From an optimization exercise on the open Yosys and OpenROAD flow, aimed at small area and a short achievable clock period; shortcuts taken in it are not production practice. Function was checked by simulation only, so behaviour that the tests miss may differ from the original.

## flow/constraint.sdc

```tcl
create_clock -name core_clock -period 16.0 [get_ports {clock}]
set_input_delay 3.2000 -clock core_clock [delete_from_list [all_inputs] [get_ports {clock}]]
set_output_delay 3.2000 -clock core_clock [all_outputs]
set_load 0.01 [all_outputs]
```

## flow/run.sh

```bash
#!/bin/bash
# synth_recipe.tcl (not shown) runs the flow's synth.tcl, then flattens the netlist and writes it again
# the make line also repeats each setting of config.mk as NAME=value (left out here)
make -C /OpenROAD-flow-scripts/flow DESIGN_CONFIG=/design/flow/config.mk WORK_HOME=/design/flow/orfs CLKGATE_MAP_FILE= SYNTH_SCRIPT=/design/flow/synth_recipe.tcl finish
```

## flow/design.v

```verilog
module varcic_mc #(
  parameter int STAGES    = 5,
  parameter int IN_WIDTH  = 18,
  parameter int OUT_WIDTH = 18,
  parameter int ACC_WIDTH = 48,
  parameter int CHANNELS  = 2
) (
  input  logic                          clock,
  input  logic                          reset,
  input  logic [5:0]                    decimation,
  input  logic [5:0]                    out_shift,
  input  logic                          in_strobe,
  input  logic [CHANNELS*IN_WIDTH-1:0]  in_data,
  output logic                          out_strobe,
  output logic [CHANNELS*OUT_WIDTH-1:0] out_data,
  output logic                          overflow
);
  localparam int SHIFT_MAX = ACC_WIDTH - OUT_WIDTH;
  localparam int SHIFT_LIM = (SHIFT_MAX > 63) ? 63 : SHIFT_MAX;
  localparam logic [5:0] SHIFT_CAP = 6'(SHIFT_LIM);
  localparam int FLUSH_W = $clog2(STAGES + 1);
  localparam logic [FLUSH_W-1:0] FLUSH_LEN = FLUSH_W'(STAGES);
  localparam logic signed [ACC_WIDTH:0] SAT_MAX =
    {{(ACC_WIDTH - OUT_WIDTH + 2){1'b0}}, {(OUT_WIDTH - 1){1'b1}}};
  localparam logic signed [ACC_WIDTH:0] SAT_MIN =
    {{(ACC_WIDTH - OUT_WIDTH + 2){1'b1}}, {(OUT_WIDTH - 1){1'b0}}};
  logic [5:0]         dec_eff;
  logic [5:0]         r_lat;
  logic [5:0]         cnt;
  logic [5:0]         s_cur;
  logic [5:0]         s_lat;
  logic               dec_change;
  logic               comb_strobe;
  logic [FLUSH_W-1:0] flush_cnt;
  logic               flush_done;
  logic signed [ACC_WIDTH-1:0] integ      [CHANNELS][STAGES];
  logic signed [ACC_WIDTH-1:0] integ_next [CHANNELS][STAGES];
  logic signed [ACC_WIDTH-1:0] comb_in    [CHANNELS][STAGES];
  logic signed [ACC_WIDTH-1:0] comb_diff  [CHANNELS][STAGES];
  logic signed [ACC_WIDTH-1:0] comb_dly   [CHANNELS][STAGES];
  logic signed [ACC_WIDTH-1:0] comb_out   [CHANNELS];
  logic signed [ACC_WIDTH:0]   rnd_add [CHANNELS];
  logic signed [ACC_WIDTH:0]   rnd_sum [CHANNELS];
  logic signed [ACC_WIDTH:0]   rnd_val [CHANNELS];
  logic signed [OUT_WIDTH-1:0] sat_val [CHANNELS];
  logic [CHANNELS-1:0]         sat_hit;
  logic                          out_strobe_r;
  logic [CHANNELS*OUT_WIDTH-1:0] out_data_r;
  logic                          overflow_r;
  assign dec_eff    = (decimation == 6'd0) ? 6'd1 : decimation;
  assign dec_change = (dec_eff != r_lat);
  assign s_cur      = (out_shift > SHIFT_CAP) ? SHIFT_CAP : out_shift;
  assign flush_done = (flush_cnt == FLUSH_LEN);
  assign out_strobe = out_strobe_r;
  assign out_data   = out_data_r;
  assign overflow   = overflow_r;
  always_comb begin
    for (int k = 0; k < CHANNELS; k++) begin
      integ_next[k][0] = integ[k][0] +
        {{(ACC_WIDTH - IN_WIDTH){in_data[k*IN_WIDTH + IN_WIDTH - 1]}},
         in_data[k*IN_WIDTH +: IN_WIDTH]};
      for (int i = 1; i < STAGES; i++) begin
        integ_next[k][i] = integ[k][i] + integ_next[k][i-1];
      end
    end
  end
  always_comb begin
    for (int k = 0; k < CHANNELS; k++) begin
      for (int i = 0; i < STAGES; i++) begin
        comb_in[k][i]   = (i == 0) ? integ[k][STAGES-1] : comb_diff[k][i-1];
        comb_diff[k][i] = comb_in[k][i] - comb_dly[k][i];
      end
      comb_out[k] = comb_diff[k][STAGES-1];
    end
  end
  always_comb begin
    for (int k = 0; k < CHANNELS; k++) begin
      rnd_add[k] = '0;
      if (s_lat != 6'd0) begin
        rnd_add[k][s_lat - 6'd1] = 1'b1;
      end
      rnd_sum[k] = {comb_out[k][ACC_WIDTH-1], comb_out[k]} + rnd_add[k];
      rnd_val[k] = rnd_sum[k] >>> s_lat;
      sat_hit[k] = 1'b0;
      if (rnd_val[k] > SAT_MAX) begin
        sat_val[k] = SAT_MAX[OUT_WIDTH-1:0];
        sat_hit[k] = 1'b1;
      end else if (rnd_val[k] < SAT_MIN) begin
        sat_val[k] = SAT_MIN[OUT_WIDTH-1:0];
        sat_hit[k] = 1'b1;
      end else begin
        sat_val[k] = rnd_val[k][OUT_WIDTH-1:0];
      end
    end
  end
  always_ff @(posedge clock) begin
    s_lat <= s_cur;
    if (reset) begin
      r_lat        <= dec_eff;
      cnt          <= 6'd0;
      comb_strobe  <= 1'b0;
      flush_cnt    <= '0;
      out_strobe_r <= 1'b0;
      out_data_r   <= '0;
      overflow_r   <= 1'b0;
      for (int k = 0; k < CHANNELS; k++) begin
        for (int i = 0; i < STAGES; i++) begin
          integ[k][i]    <= '0;
          comb_dly[k][i] <= '0;
        end
      end
    end else if (dec_change) begin
      r_lat        <= dec_eff;
      cnt          <= 6'd0;
      comb_strobe  <= 1'b0;
      flush_cnt    <= '0;
      out_strobe_r <= 1'b0;
      for (int k = 0; k < CHANNELS; k++) begin
        for (int i = 0; i < STAGES; i++) begin
          integ[k][i]    <= '0;
          comb_dly[k][i] <= '0;
        end
      end
    end else begin
      comb_strobe  <= 1'b0;
      out_strobe_r <= 1'b0;
      if (in_strobe) begin
        for (int k = 0; k < CHANNELS; k++) begin
          for (int i = 0; i < STAGES; i++) begin
            integ[k][i] <= integ_next[k][i];
          end
        end
        if (cnt == r_lat - 6'd1) begin
          cnt         <= 6'd0;
          comb_strobe <= 1'b1;
        end else begin
          cnt <= cnt + 6'd1;
        end
      end
      if (comb_strobe) begin
        for (int k = 0; k < CHANNELS; k++) begin
          for (int i = 0; i < STAGES; i++) begin
            comb_dly[k][i] <= comb_in[k][i];
          end
        end
        if (!flush_done) begin
          flush_cnt <= flush_cnt + FLUSH_W'(1);
        end else begin
          out_strobe_r <= 1'b1;
          for (int k = 0; k < CHANNELS; k++) begin
            out_data_r[k*OUT_WIDTH +: OUT_WIDTH] <= sat_val[k];
          end
          if (|sat_hit) begin
            overflow_r <= 1'b1;
          end
        end
      end
    end
  end
endmodule
```

## flow/config.mk

```make
export PLATFORM = sky130hd
export DESIGN_NAME = varcic_mc
export DESIGN_NICKNAME = varcic_mc
export VERILOG_FILES = /design/flow/design.v
export SDC_FILE = /design/flow/constraint.sdc
export NUM_CORES = 4
export LEC_CHECK = 0
export CAP_MARGIN = 20
export CORE_MARGIN = 2
export CORE_UTILIZATION = 40
export SLEW_MARGIN = 20
```

==> summary.txt <==
==> cells by family after synthesis <==
family	Yosys count	synth area share, %
simple gates	3343	16.3
compound gates	2951	20.4
buf+inv	1182	4.84
mux	1079	12.0
fa+ha+maj	1069	14.7
flops	1020	22.2
xor+xnor	978	9.44
other cells	1	0.00407
==> registers in the layout, summed over array words and instances (netlist names) <==
name,cells
r_lat,6
cnt,6
s_lat,6
out_data_r,36
comb_dly,480
flush_cnt,3
out_strobe_r,1
integ,480
overflow_r,1
comb_strobe,1
==> worst paths after layout <==
kind	startpoint	endpoint	slack, ns	depth (start not counted)
setup / recovery	integ[9][4]$_SDFFE_PP0P_	out_data_r[33]$_SDFFE_PP0P_	0.85	71
hold / removal	comb_dly[6][46]$_SDFFE_PP0P_	comb_dly[6][46]$_SDFFE_PP0P_	0.47	1
setup reg to reg	integ[9][4]$_SDFFE_PP0P_	out_data_r[33]$_SDFFE_PP0P_	0.85	71
hold reg to reg	comb_dly[6][46]$_SDFFE_PP0P_	comb_dly[6][46]$_SDFFE_PP0P_	0.47	1
==> cell type report <==
| class | instances | share of cell area [%] |
|---|---|---|
| clock buffers | 166 | 3.45 |
| flip-flops and latches | 1020 | 20.3 |
| clock inverters | 62 | 0.846 |
| multi-input cells | 9421 | 67.1 |
| well taps | 3026 | 3.75 |
| inverters | 809 | 3.02 |
| repair buffers | 172 | 1.57 |
| diodes | 2 | 0.00496 |
==> synth_stat cells (85+ instances only) <==
library cell | n | area share [%]
nor2_1 | 1653 | 6.7
ha_1 | 1047 | 14
mux2i_1 | 1024 | 11
dfxtp_1 | 1014 | 22
a21oi_1 | 994 | 5.4
inv_1 | 804 | 3.3
xnor2_1 | 716 | 6.8
nand2_1 | 612 | 2.5
o21ai_0 | 541 | 2.9
a21o_1 | 361 | 2.9
clkbuf_1 | 269 | 1.1
xor2_1 | 252 | 2.4
nor3_1 | 184 | 1.0
nand3_1 | 172 | 0.94
o21bai_1 | 160 | 1.3
a211oi_1 | 149 | 1.2
nand2b_1 | 142 | 0.97
o21a_1 | 133 | 1.1
nor2b_1 | 121 | 0.82
buf_1 | 95 | 0.39
and2_1 | 89 | 0.60
a31oi_1 | 85 | 0.58
==> routing by layer <==
layer / share of wire [%] / wire length [um] / vias up / global-route usage, %
li1: - / - / 40971 / -
met1: 49 / 114000 / 36251 / 25.4
met2: 45 / 104000 / 1049 / 32.3
met3: 2.7 / 6180 / 295 / 1.94
met4: 2.7 / 6230 / 0 / 5.28
met5: 0 / 0 / - / 0
==> critical path, delay by kind of cell (launching register included) <==
family / cells / cell delay, ns
AO/OA/AOI/OAI: 36 / 7.63
XOR/XNOR: 7 / 1.44
adder cells (fa/ha/maj): 6 / 2.14
buffers and inverters: 5 / 0.77
flip-flops: 1 / 0.35
AND/OR/NAND/NOR: 17 / 2.74
==> timing repair <==
item / CTS / global route
endpoints found under the setup margin: 0 / 35
endpoints found under the hold margin: 0 / 0
buffers inserted: 0 / 14
gates resized for setup: 0 / 139
==> flow_summary.json <==
{
  "crit_fanout": 10,
  "holdWs_ns": 0.469,
  "antenna_found_initial": 2,
  "die-area_mm2": 0.234,
  "period_needed_ns": 15.15,
  "cts_buffers": 121,
  "synth-seq-cells": 1020,
  "crit_path_max_incr_delay_ns": 0.54,
  "grt_pass1_wl_um": 381000,
  "final_common_cell": "nor2_1",
  "place.gp.congestion": 0.907,
  "ys_types": 105,
  "grt_max_degree": 182,
  "synthFlopType": "dfxtp_1",
  "rows": 176,
  "syn_area_mm2": 0.0920,
  "worstPathArrival_ns": 15.80,
  "dp.cells": 14432,
  "setup_slack_ns": 0.846,
  "htreeDepth": 3,
  "crit_path_end_kind": "flip-flop",
  "register_area_mm2": 0.0205,
  "cp_common_cell": "a21oi_1",
  "min-delay-path-class": "reg2reg",
  "run_status": "no timing/DRC/antenna violations",
  "ant_nets": 0,
  "fin_crit_sh_pct": 94.7,
  "die_x_um": 484,
  "multi_input_area_mm2": 0.0677,
  "most-common-layout-cells": "nor2_1 (1647), ha_1 (1039), mux2i_1 (1022)",
  "finalHoldViolations": 0,
  "final_util_pct": 44.0,
  "clk_pin_slew_ns": 0.06,
  "ctsHoldBuffers": 0,
  "nFillCells": 22670,
  "synth_edf_count": 6,
  "tightest_slew_ns": 1.09,
  "ios": 89,
  "wl_um": 231000,
  "via_per_inst": 5.35,
  "max_slew_margin_pct": 26.7,
  "vias": 78566,
  "die_y_um": 484,
  "clockRootBuffer": "clkbuf_16",
  "drt-pass1-iter-count": 5,
  "overflow": 0,
  "cts_tree": "built",
  "timing.max_cap.violations": 0,
  "async_flop_share_pct": 0,
  "setup_viol": 0,
  "final.setup.tns_ns": 0,
  "layout-drive-gt1-share_pct": 5.10,
  "slew_viol_final": 0,
  "grt_pass1_vias": 75373,
  "port_buffers": 88,
  "stdcell_count": 14678,
  "clk_path_buf_depth": 3,
  "synthCells": 11623,
  "crit_slowest_cell": "or4_4",
  "critPathLaunchType": "flip-flop",
  "required_ns": 16.65,
  "fin_skew_ns": 0.0993,
  "coreArea_mm2": 0.229,
  "worst-setup-path-type": "reg2reg",
  "syn_nets": 12743,
  "wl_per_cell_um": 15.7,
  "drc": 0,
  "max_freq_mhz": 66.0,
  "start_util_pct": 40.1,
  "fin_area_mm2": 0.101,
  "num-nets-final": 12665,
  "cts_sinks": 1020,
  "clk-insertion-delay-late_ns": 0.81,
  "grt_usage_pct": 19.0,
  "dpl_cell_area_mm2": 0.0959,
  "syn2layout_area_growth_pct": 9.71,
  "ys_seq_area_share_pct": 22.2,
  "drt_iter0_markers": 4138,
  "yosys_warnings": 11,
  "dpl_worst_slack_ns": 0.160,
  "dp_hpwl_um": 177000,
  "syn_avg_cell_area_um2": 7.92
}

[port drivers added, routing unchanged]
Ports are ideal in the flow. The routed layout listed here was re-timed in OpenROAD. Step 1: set_driving_cell puts a clkbuf_16 on clock and a buf_2 on each other input, an assumption about the parent block. Step 2, shift: input delay + t, output delay - t, t = (earliest + latest rising clock arrival at the registers) / 2. This alone moves slack from input paths to output paths. Three values: ideal ports, drivers, drivers and shift; two values: the first two.
t (ns): 0.852
setup WS [ns]: 0.846 / 0.846 / 0.239
worst hold slack (ns): 0.469 / 0.469 / 0.469
clock arrival spread, ns: 0.100 / 0.099
After both steps this run still meets setup and hold. The setup slack of this run moves by 0.000 ns with the drivers and by -0.607 ns with both steps.
